Background: an optimization exercise with open tools, aiming at a short achievable clock period and few clock cycles per item. Do not read the settings as production practice.
Function was checked by simulation only, so behaviour that the tests miss may differ from the original.

===== flow/design.v =====
package oflow_bbox_pkg;
	typedef logic [10-1:0] coord_t;   
	typedef logic [(2*10)-1:0]  area_t;    
	typedef logic [16-1:0]  cost_t;    
	typedef logic [2-1:0]  slot_t;    
endpackage
package oflow_ctrl_pkg;
	typedef enum logic [2:0] {
		idle_st,      
		fetch_st,     
		score_st,     
		compare_st,   
		finish_st     
	} match_state_t;
endpackage
module oflow_history_buf (
	input  logic                   clk,
	input  logic                   reset_N,
	input  logic                   we,
	input  oflow_bbox_pkg::slot_t  waddr,
	input  oflow_bbox_pkg::coord_t w_x_tl,
	input  oflow_bbox_pkg::coord_t w_y_tl,
	input  oflow_bbox_pkg::coord_t w_x_br,
	input  oflow_bbox_pkg::coord_t w_y_br,
	input  oflow_bbox_pkg::slot_t  raddr,
	output oflow_bbox_pkg::coord_t r_x_tl,
	output oflow_bbox_pkg::coord_t r_y_tl,
	output oflow_bbox_pkg::coord_t r_x_br,
	output oflow_bbox_pkg::coord_t r_y_br
);
	oflow_bbox_pkg::coord_t x_tl_q [4];
	oflow_bbox_pkg::coord_t y_tl_q [4];
	oflow_bbox_pkg::coord_t x_br_q [4];
	oflow_bbox_pkg::coord_t y_br_q [4];
	always_ff @(posedge clk or posedge reset_N) begin
		if (reset_N) begin
			for (int i = 0; i < 4; i++) begin
				x_tl_q[i] <= '0;   
				y_tl_q[i] <= '0;
				x_br_q[i] <= '0;
				y_br_q[i] <= '0;
			end
		end else if (we) begin
			x_tl_q[waddr] <= w_x_tl;
			y_tl_q[waddr] <= w_y_tl;
			x_br_q[waddr] <= w_x_br;
			y_br_q[waddr] <= w_y_br;
		end
	end
	assign r_x_tl = x_tl_q[raddr];
	assign r_y_tl = y_tl_q[raddr];
	assign r_x_br = x_br_q[raddr];
	assign r_y_br = y_br_q[raddr];
endmodule
module oflow_seq_div #(
	parameter int NUM_W = 36,
	parameter int DEN_W = 21
) (
	input  logic               clk,
	input  logic               reset_N,
	input  logic               start,
	input  logic [NUM_W-1:0]   num,
	input  logic [DEN_W-1:0]   den,
	output logic               complete,
	output logic               busy,
	output logic [(16+1)-1:0] quotient
);
	localparam int CNT_W = $clog2((16+1));
	logic [DEN_W-1:0]   rem_q;     
	logic [DEN_W-1:0]   rem_cur;
	logic [DEN_W-1:0]   rem_nxt;
	logic [(16+1)-1:0] qr_q;      
	logic [(16+1)-1:0] qr_cur;
	logic [(16+1)-1:0] qr_nxt;
	logic [DEN_W-1:0]   den_q;
	logic [DEN_W-1:0]   den_cur;
	logic [DEN_W:0]     trial;
	logic               take;
	logic [CNT_W-1:0]   cnt_q;     
	always_comb begin
		rem_cur = start ? DEN_W'(num[NUM_W-1:(16+1)]) : rem_q;
		qr_cur  = start ? num[(16+1)-1:0] : qr_q;
		den_cur = start ? den : den_q;
		trial   = {rem_cur, qr_cur[(16+1)-1]};            
		take    = (trial >= {1'b0, den_cur});
		rem_nxt = take ? DEN_W'(trial - {1'b0, den_cur}) : trial[DEN_W-1:0];
		qr_nxt  = {qr_cur[(16+1)-2:0], take};
	end
	always_ff @(posedge clk) begin
		if (start || busy) begin
			rem_q <= rem_nxt;
			qr_q  <= qr_nxt;
		end
		if (start)
			den_q <= den;   
	end
	always_ff @(posedge clk or posedge reset_N) begin
		if (reset_N) begin
			busy     <= 1'b0;
			complete <= 1'b0;
			cnt_q    <= '0;
		end else begin
			complete <= 1'b0;   
			if (start) begin
				busy  <= 1'b1;
				cnt_q <= CNT_W'((16+1) - 1);
			end else if (busy) begin
				cnt_q <= cnt_q - 1'b1;
				if (cnt_q == CNT_W'(1)) begin
					busy     <= 1'b0;   
					complete <= 1'b1;
				end
			end
		end
	end
	assign quotient = qr_q;
endmodule
module oflow_calc_iou (
	input  logic                   clk,
	input  logic                   reset_N,
	input  logic                   start,
	input  oflow_bbox_pkg::coord_t a_x_tl,    
	input  oflow_bbox_pkg::coord_t a_y_tl,
	input  oflow_bbox_pkg::coord_t a_x_br,
	input  oflow_bbox_pkg::coord_t a_y_br,
	input  oflow_bbox_pkg::coord_t b_x_tl,    
	input  oflow_bbox_pkg::coord_t b_y_tl,
	input  oflow_bbox_pkg::coord_t b_x_br,
	input  oflow_bbox_pkg::coord_t b_y_br,
	output logic                   valid_iou,
	output oflow_bbox_pkg::cost_t  iou_cost
);
	localparam int UNION_W = (2*10) + 1;         
	localparam int NUM_W   = (2*10) + 16;
	logic   s1_v;
	oflow_bbox_pkg::coord_t i_x_tl_q;
	oflow_bbox_pkg::coord_t i_y_tl_q;
	oflow_bbox_pkg::coord_t i_x_br_q;
	oflow_bbox_pkg::coord_t i_y_br_q;
	oflow_bbox_pkg::coord_t a_w_q;
	oflow_bbox_pkg::coord_t a_h_q;
	oflow_bbox_pkg::coord_t b_w_q;
	oflow_bbox_pkg::coord_t b_h_q;
	oflow_bbox_pkg::coord_t i_w;
	oflow_bbox_pkg::coord_t i_h;
	logic   s2_v;
	oflow_bbox_pkg::area_t  inter_q;
	oflow_bbox_pkg::area_t  area_a_q;
	oflow_bbox_pkg::area_t  area_b_q;
	logic [UNION_W-1:0] union_c;
	logic [UNION_W-1:0] union_q;
	logic [UNION_W-1:0] div_den;
	logic [NUM_W-1:0]   div_num;
	logic               div_complete;
	logic               div_busy;
	logic [(16+1)-1:0] quot;
	function automatic oflow_bbox_pkg::coord_t cmax(input oflow_bbox_pkg::coord_t x, input oflow_bbox_pkg::coord_t y);
		cmax = (x > y) ? x : y;
	endfunction
	function automatic oflow_bbox_pkg::coord_t cmin(input oflow_bbox_pkg::coord_t x, input oflow_bbox_pkg::coord_t y);
		cmin = (x < y) ? x : y;
	endfunction
	function automatic oflow_bbox_pkg::coord_t span(input oflow_bbox_pkg::coord_t tl, input oflow_bbox_pkg::coord_t br);
		span = (br > tl) ? (br - tl) : '0;
	endfunction
	always_ff @(posedge clk) begin
		if (start) begin
			i_x_tl_q <= cmax(a_x_tl, b_x_tl);   
			i_y_tl_q <= cmax(a_y_tl, b_y_tl);
			i_x_br_q <= cmin(a_x_br, b_x_br);   
			i_y_br_q <= cmin(a_y_br, b_y_br);
			a_w_q    <= span(a_x_tl, a_x_br);
			a_h_q    <= span(a_y_tl, a_y_br);
			b_w_q    <= span(b_x_tl, b_x_br);
			b_h_q    <= span(b_y_tl, b_y_br);
		end
	end
	assign i_w = span(i_x_tl_q, i_x_br_q);   
	assign i_h = span(i_y_tl_q, i_y_br_q);
	always_ff @(posedge clk) begin
		if (s1_v) begin
			inter_q  <= oflow_bbox_pkg::area_t'(i_w) * oflow_bbox_pkg::area_t'(i_h);
			area_a_q <= oflow_bbox_pkg::area_t'(a_w_q) * oflow_bbox_pkg::area_t'(a_h_q);
			area_b_q <= oflow_bbox_pkg::area_t'(b_w_q) * oflow_bbox_pkg::area_t'(b_h_q);
		end
	end
	assign union_c = UNION_W'(area_a_q) + UNION_W'(area_b_q) - UNION_W'(inter_q);
	assign div_num = {inter_q, {16{1'b0}}};                  
	assign div_den = (union_c == '0) ? UNION_W'(1) : union_c;    
	always_ff @(posedge clk) begin
		if (s2_v)
			union_q <= union_c;
	end
	oflow_seq_div #(
		.NUM_W (NUM_W),
		.DEN_W (UNION_W)
	) div_i (
		.clk      (clk),
		.reset_N  (reset_N),
		.start    (s2_v),
		.num      (div_num),
		.den      (div_den),
		.complete (div_complete),
		.busy     (div_busy),
		.quotient (quot)
	);
	always_ff @(posedge clk) begin
		if (div_complete) begin
			if (union_q == '0)
				iou_cost <= '1;                       
			else if (quot[(16+1)-1])
				iou_cost <= '0;                       
			else
				iou_cost <= ~quot[16-1:0];       
		end
	end
	always_ff @(posedge clk or posedge reset_N) begin
		if (reset_N) begin
			s1_v      <= 1'b0;
			s2_v      <= 1'b0;
			valid_iou <= 1'b0;
		end else begin
			s1_v      <= start;
			s2_v      <= s1_v;
			valid_iou <= div_complete;   
		end
	end
endmodule
module oflow_slot_counter (
	input  logic                  clk,
	input  logic                  reset_N,
	input  logic                  clr,
	input  logic                  step,
	output oflow_bbox_pkg::slot_t slot_idx,
	output logic                  slot_last
);
	always_ff @(posedge clk or posedge reset_N) begin
		if (reset_N) begin
			slot_idx <= '0;
		end else if (clr) begin
			slot_idx <= '0;              
		end else if (step) begin
			slot_idx <= slot_idx + 1'b1;
		end
	end
	assign slot_last = (slot_idx == (4 - 1));
endmodule
module oflow_match_fsm (
	input  logic clk,
	input  logic reset_N,
	input  logic start,
	input  logic iou_valid,
	input  logic slot_last,
	output logic iou_start,
	output logic cnt_clr,
	output logic cnt_step,
	output logic sel_clr,
	output logic sel_load,
	output logic done,
	output logic busy
);
	oflow_ctrl_pkg::match_state_t state;
	oflow_ctrl_pkg::match_state_t next_state;
	always_ff @(posedge clk or posedge reset_N) begin
		if (reset_N)
			state <= oflow_ctrl_pkg::idle_st;
		else
			state <= next_state;
	end
	always_comb begin
		next_state = state;
		case (state)
			oflow_ctrl_pkg::idle_st:    if (start) next_state = oflow_ctrl_pkg::fetch_st;        
			oflow_ctrl_pkg::fetch_st:   next_state = oflow_ctrl_pkg::score_st;
			oflow_ctrl_pkg::score_st:   if (iou_valid) next_state = oflow_ctrl_pkg::compare_st;
			oflow_ctrl_pkg::compare_st: next_state = slot_last ? oflow_ctrl_pkg::finish_st : oflow_ctrl_pkg::fetch_st;
			oflow_ctrl_pkg::finish_st:  next_state = oflow_ctrl_pkg::idle_st;
			default:    next_state = oflow_ctrl_pkg::idle_st;
		endcase
	end
	assign cnt_clr   = (state == oflow_ctrl_pkg::idle_st) && start;    
	assign sel_clr   = (state == oflow_ctrl_pkg::idle_st) && start;    
	assign iou_start = (state == oflow_ctrl_pkg::fetch_st);
	assign sel_load  = (state == oflow_ctrl_pkg::score_st) && iou_valid;
	assign cnt_step  = (state == oflow_ctrl_pkg::compare_st) && !slot_last;
	assign busy      = (state != oflow_ctrl_pkg::idle_st);
	assign done      = (state == oflow_ctrl_pkg::finish_st);           
endmodule
module oflow_best_select (
	input  logic                  clk,
	input  logic                  reset_N,
	input  logic                  clr,
	input  logic                  load,
	input  oflow_bbox_pkg::cost_t cost,
	input  oflow_bbox_pkg::slot_t idx,
	output oflow_bbox_pkg::cost_t best_cost,
	output oflow_bbox_pkg::slot_t best_idx,
	output logic                  no_match
);
	always_ff @(posedge clk or posedge reset_N) begin
		if (reset_N) begin
			best_cost <= '1;    
			best_idx  <= '0;
		end else if (clr) begin
			best_cost <= '1;
			best_idx  <= '0;
		end else if (load && (cost < best_cost)) begin
			best_cost <= cost;
			best_idx  <= idx;
		end
	end
	assign no_match = (best_cost > 16'hE000);
endmodule
module oflow_match (
	input  logic                   clk,
	input  logic                   reset_N,
	input  logic                   start,
	input  logic                   hist_we,
	input  oflow_bbox_pkg::slot_t  hist_addr,
	input  oflow_bbox_pkg::coord_t hist_x_tl,
	input  oflow_bbox_pkg::coord_t hist_y_tl,
	input  oflow_bbox_pkg::coord_t hist_x_br,
	input  oflow_bbox_pkg::coord_t hist_y_br,
	input  oflow_bbox_pkg::coord_t cur_x_tl,
	input  oflow_bbox_pkg::coord_t cur_y_tl,
	input  oflow_bbox_pkg::coord_t cur_x_br,
	input  oflow_bbox_pkg::coord_t cur_y_br,
	output logic                   done,
	output logic                   busy,
	output oflow_bbox_pkg::slot_t  best_idx,
	output oflow_bbox_pkg::cost_t  best_cost,
	output logic                   no_match
);
	oflow_bbox_pkg::slot_t  slot_idx;      
	logic   slot_last;
	logic   cnt_clr;
	logic   cnt_step;
	logic   iou_start;
	logic   iou_valid;
	oflow_bbox_pkg::cost_t  iou_cost;
	logic   sel_clr;
	logic   sel_load;
	oflow_bbox_pkg::coord_t h_x_tl;        
	oflow_bbox_pkg::coord_t h_y_tl;
	oflow_bbox_pkg::coord_t h_x_br;
	oflow_bbox_pkg::coord_t h_y_br;
	oflow_history_buf hist_i (
		.clk     (clk),       .reset_N (reset_N),
		.we      (hist_we),   .waddr   (hist_addr),
		.w_x_tl  (hist_x_tl), .w_y_tl  (hist_y_tl),
		.w_x_br  (hist_x_br), .w_y_br  (hist_y_br),
		.raddr   (slot_idx),
		.r_x_tl  (h_x_tl),    .r_y_tl  (h_y_tl),
		.r_x_br  (h_x_br),    .r_y_br  (h_y_br)
	);
	oflow_slot_counter cnt_i (
		.clk       (clk),     .reset_N   (reset_N),
		.clr       (cnt_clr), .step      (cnt_step),
		.slot_idx  (slot_idx),
		.slot_last (slot_last)
	);
	oflow_match_fsm fsm_i (
		.clk       (clk),       .reset_N   (reset_N),
		.start     (start),     .iou_valid (iou_valid),
		.slot_last (slot_last), .iou_start (iou_start),
		.cnt_clr   (cnt_clr),   .cnt_step  (cnt_step),
		.sel_clr   (sel_clr),   .sel_load  (sel_load),
		.done      (done),      .busy      (busy)
	);
	oflow_calc_iou iou_i (
		.clk       (clk),      .reset_N  (reset_N),
		.start     (iou_start),
		.a_x_tl    (cur_x_tl), .a_y_tl   (cur_y_tl),
		.a_x_br    (cur_x_br), .a_y_br   (cur_y_br),
		.b_x_tl    (h_x_tl),   .b_y_tl   (h_y_tl),
		.b_x_br    (h_x_br),   .b_y_br   (h_y_br),
		.valid_iou (iou_valid),
		.iou_cost  (iou_cost)
	);
	oflow_best_select sel_i (
		.clk       (clk),      .reset_N  (reset_N),
		.clr       (sel_clr),  .load     (sel_load),
		.cost      (iou_cost), .idx      (slot_idx),
		.best_cost (best_cost),
		.best_idx  (best_idx),
		.no_match  (no_match)
	);
endmodule

===== flow/run.sh =====
#!/bin/bash
# synth_recipe.tcl (not shown) runs the flow's synth.tcl, then flattens the netlist and writes it again
# the make line also repeats each setting of config.mk as NAME=value (left out here)
make -C /OpenROAD-flow-scripts/flow DESIGN_CONFIG=/design/flow/config.mk WORK_HOME=/design/flow/orfs CLKGATE_MAP_FILE= SYNTH_SCRIPT=/design/flow/synth_recipe.tcl finish

===== flow/config.mk =====
export PLATFORM = sky130hd
export DESIGN_NAME = oflow_match
export DESIGN_NICKNAME = oflow_match
export VERILOG_FILES = /design/flow/design.v
export SDC_FILE = /design/flow/constraint.sdc
export NUM_CORES = 4
export LEC_CHECK = 0
export CAP_MARGIN = 20
export CORE_MARGIN = 2
export CORE_UTILIZATION = 40
export SLEW_MARGIN = 20

===== flow/constraint.sdc =====
create_clock -name core_clock -period 9.0 [get_ports {clk}]
set_input_delay 1.8000 -clock core_clock [delete_from_list [all_inputs] [get_ports {clk}]]
set_output_delay 1.8000 -clock core_clock [all_outputs]
set_load 0.01 [all_outputs]

==> flow_summary_export.csv <==
group,metric,value,unit
run_status,outcome,"finished clean",
timing,finalCritPeriodShare,0.870,
cts,cts.sinks,429,
timing,clock.fmax,128,MHz
global_route,gr-total-overflow,0,
cts,cts.clk_slew.worst_paths,0.07,ns
logic_synthesis,synthesis.area,33100,sq um
logic_synthesis,synth_top_area_frac,0.195,
final_layout,multiInputGateArea,19400,sq um
drt,total_wirelength,77.8,mm
drt,via_count,22900,
critical_path,cpMaxStageDelayCell,"sky130_fd_sc_hd__or4_1",
timing,relSlewSlack,0.334,
cts,clock_tree.buffer_depth,3,
die,floorplan.initialDensity,0.404,
critical_path,timing.critical_path.max_delay_family,"compound AO/OA/AOI/OAI gates",
global_route,grt_start_max_net_pins,116,
final_layout,net_count_of_the_finished_layout,3885,
die,die_area,85100,sq um
logic_synthesis,number_of_enable_type_register_cells_in_the_synthesized_netlist,215,
critical_path,worst_ep_required_time,9.36,ns
cts,h_tree_levels,2,
placement,dpl.hpwl,60.3,mm
timing,totalNegativeSetupSlack,0,ns
logic_synthesis,synth_cells,3185,
die,die_height,292,um
logic_synthesis,synth_largest_area_cell,"sky130_fd_sc_hd__edfxtp_1",
timing,maximum_clock_skew_at_final_layout,0.0387,ns
drt,detail_route.first_pass.iterations,8,
drt,drc,0,
critical_path,worst_ep_arrival_time,8.19,ns
die,floorplan.core_area,82000,sq um
timing,report.final.hold_viol_count,0,
logic_synthesis,post_synth_num_cell_types,70,
timing,grt_setup_unrepaired,"false",
logic_synthesis,yosys_register_bits,429,
critical_path,worst-path-max-fanout,14,
timing,fin_crit,7.83,ns
die,top_level_ports,107,
critical_path,nature_of_the_critical_path_endpoint,"flop",
drt,viasPerCell,5.24,
global_route,number_of_antenna_violations_at_the_first_check_in_global_routing,0,
final_layout,area.growth.synth_to_final,11.9,%
critical_path,worst-setup-path-type,"flop to flop",
critical_path,crit_buf_inv,3,
cts,cts_setup_buffers,0,
timing,timing.hold.ws,0.478,ns
drt,final_antenna_net_count,0,
min_path,min_path_type,"flop to flop",
timing,worstMarginPinSlew,0.999,ns
final_layout,seq_area,11700,sq um
die,floorplan.die.width,292,um
cts,clock_insertion_delay_worst_skew,0.61,ns
drt,initialDrtViolationCount,1509,
cts,numCtsBuffers,47,
logic_synthesis,syn_nets,3810,
placement,place.port_buffers,106,
timing,setup_viol,0,
logic_synthesis,synth_area_leaders,"sky130_fd_sc_hd__edfxtp_1, sky130_fd_sc_hd__dfrtp_1, sky130_fd_sc_hd__fa_1",
drt,avgRoutedWirePerCell,17.8,um
logic_synthesis,synth_seq_area_share,0.354,
cts,root_buffer,"sky130_fd_sc_hd__clkbuf_16",
die,std_cell_rows,105,
critical_path,cpPeakStageDelay,0.50,ns
logic_synthesis,synth.yosys.warnings,10,
job,max_cap_violations,0,
global_route,grt_first_pass_wirelength,127,mm
global_route,grt_use_total,0.186,
timing,final_max_slew_viol_count,0,
final_layout,final_layout_size_suffix_gt1_frac,0.114,
final_layout,layout.filler_cells,7799,
critical_path,worstSetupStartpointType,"flop",
logic_synthesis,synthFlopType,"sky130_fd_sc_hd__edfxtp_1",
global_route,vias_in_the_first_global_route,23300,
logic_synthesis,synth.avg_cell_area,10.4,sq um
cts,holdBufCountCts,0,
cts,tritoncts,"yes",
logic_synthesis,synthArstFlopShare,0.450,
cts,cts_repair_resize_count,0,
placement,place_congestion,0.891,
[worst paths after layout]
| path | startpoint | end | slack (ns) | cells after the start |
|---|---|---|---|---|
| setup / recovery | iou_i.inter_q[0]$_DFFE_PP_ | iou_i.div_i.rem_q[8]$_DFFE_PP_ | 1.17 | 26 |
| hold / removal | iou_i.div_i.den_q[19]$_DFF_P_ | iou_i.div_i.den_q[19]$_DFF_P_ | 0.48 | 2 |
| setup reg to reg | iou_i.inter_q[0]$_DFFE_PP_ | iou_i.div_i.rem_q[8]$_DFFE_PP_ | 1.17 | 26 |
| hold reg to reg | iou_i.div_i.den_q[19]$_DFF_P_ | iou_i.div_i.den_q[19]$_DFF_P_ | 0.48 | 2 |
| max in group asynchronous | reset_N | hist_i.y_br_q[3][9]$_DFFE_PP0P_ | 5.98 | 3 |
| min in group asynchronous | reset_N | hist_i.x_tl_q[1][4]$_DFFE_PP0P_ | 1.76 | 2 |
[final cells by class]
class                   count  area share
repair buffers            127      0.0329
inverters                 453      0.0461
multi-input cells        2202       0.522
clock buffers              61      0.0353
well taps                1070      0.0361
flip-flops and latches    429       0.317
clock inverters            27      0.0106
diodes                      1   0.0000675
[stage by stage]
step / area (sq um) / instances / util / setup WS (ns)
3_3_place_gp: 35300 / 4280 / 0.431 / 1.21
4_1_cts: 37000 / 4368 / 0.452 / 1.10
2_1_floorplan: 33100 / 3185 / - / 1.68
6_report: 37100 / 4370 / 0.452 / 1.17
5_1_grt: 37100 / 4369 / 0.452 / 0.693
3_5_place_dp: 35300 / 4280 / 0.431 / 1.09
[sequential cells by signal, indices dropped and copies added, names as in the netlist, 17 cells and up]
signal / cells
hist_i.x_br_q: 40
hist_i.x_tl_q: 40
iou_i.div_i.den_q: 21
iou_i.div_i.rem_q: 21
hist_i.y_tl_q: 40
iou_i.union_q: 21
iou_i.div_i.qr_q: 17
iou_i.area_a_q: 20
hist_i.y_br_q: 40
iou_i.area_b_q: 20
iou_i.inter_q: 20
[logic make-up (layout without fill, tap and decap cells)]
group                    after synthesis  count (layout)  synth area share
adder cells (fa/ha/maj)              539             539             0.252
buffers and inverters                554             668            0.0628
flip-flops                           429             429             0.354
multiplexers                         264             264            0.0882
XOR/XNOR                             101             101            0.0267
AO/OA/AOI/OAI                        469             469            0.0939
AND/OR/NAND/NOR                      829             829             0.122
other                                  0               1                 0
[worst min-delay path, cell delays in order, from the launching register on]
cell and delay [ns]:
sky130_fd_sc_hd__dfxtp_1 0.31, sky130_fd_sc_hd__mux2i_1 0.09, sky130_fd_sc_hd__inv_1 0.06
[routing by layer]
metal  track usage  wire length (um)
met1         0.261             36700
met2         0.303             35800
met3        0.0265              3700
met4        0.0463              1690
met5             0                 0
[cells in the mapped netlist, types with 87 or more instances]
cell type                    n
sky130_fd_sc_hd__a21oi_1   104
sky130_fd_sc_hd__and2_1     87
sky130_fd_sc_hd__dfrtp_1   177
sky130_fd_sc_hd__edfxtp_1  215
sky130_fd_sc_hd__fa_1      213
sky130_fd_sc_hd__ha_1      326
sky130_fd_sc_hd__inv_1     452
sky130_fd_sc_hd__mux2_2    221
sky130_fd_sc_hd__nand2_1   227
sky130_fd_sc_hd__nor2_1    184
sky130_fd_sc_hd__o21ai_0   118
[layout by cell type, fill, tap and decap left out, drive strengths merged, types with 19 or more instances in the layout]
cell and n:
a21oi 104, nor2b 56, a21boi 25, nor2 184
fa 213, dfrtp 177, xnor2 82, nand4 40
nor3 60, o21a 33, clkdlybuf4s50 106, mux2i 43
mux2 221, buf 20, nand2 227, o21ai 124
a21o 50, clkbuf 62, ha 326, a222oi 40
xor2 19, dfxtp 21, edfxtp 215, nand3 74
inv 457, and2 88
Testbench counts, summed over its fixed seeds: cycles 46,635, runs 512.

separate check: timing with driven ports:
In the flow no input, the clock included, has a driving cell. The finished layout below was timed again as built, in two steps.
Step 1 assumes that a clkbuf_16 drives the clock port and a buf_2 every other input.
Step 2, shift: input delay + t, output delay - t, t = (earliest + latest rising clock arrival at the registers) / 2. This alone moves slack from input paths to output paths.
a / b / c = ideal / step 1 / step 2; a / b = the first two.
shift t [ns]: 0.655
setup slack, ns: 1.171 / 1.171 / 1.171
worst hold slack (ns): 0.478 / 0.478 / 0.478
latest minus earliest clock arrival (ns): 0.040 / 0.041
After both steps this run still meets setup and hold. The setup slack of this run moves by 0.000 ns with the drivers and by 0.000 ns with both steps.
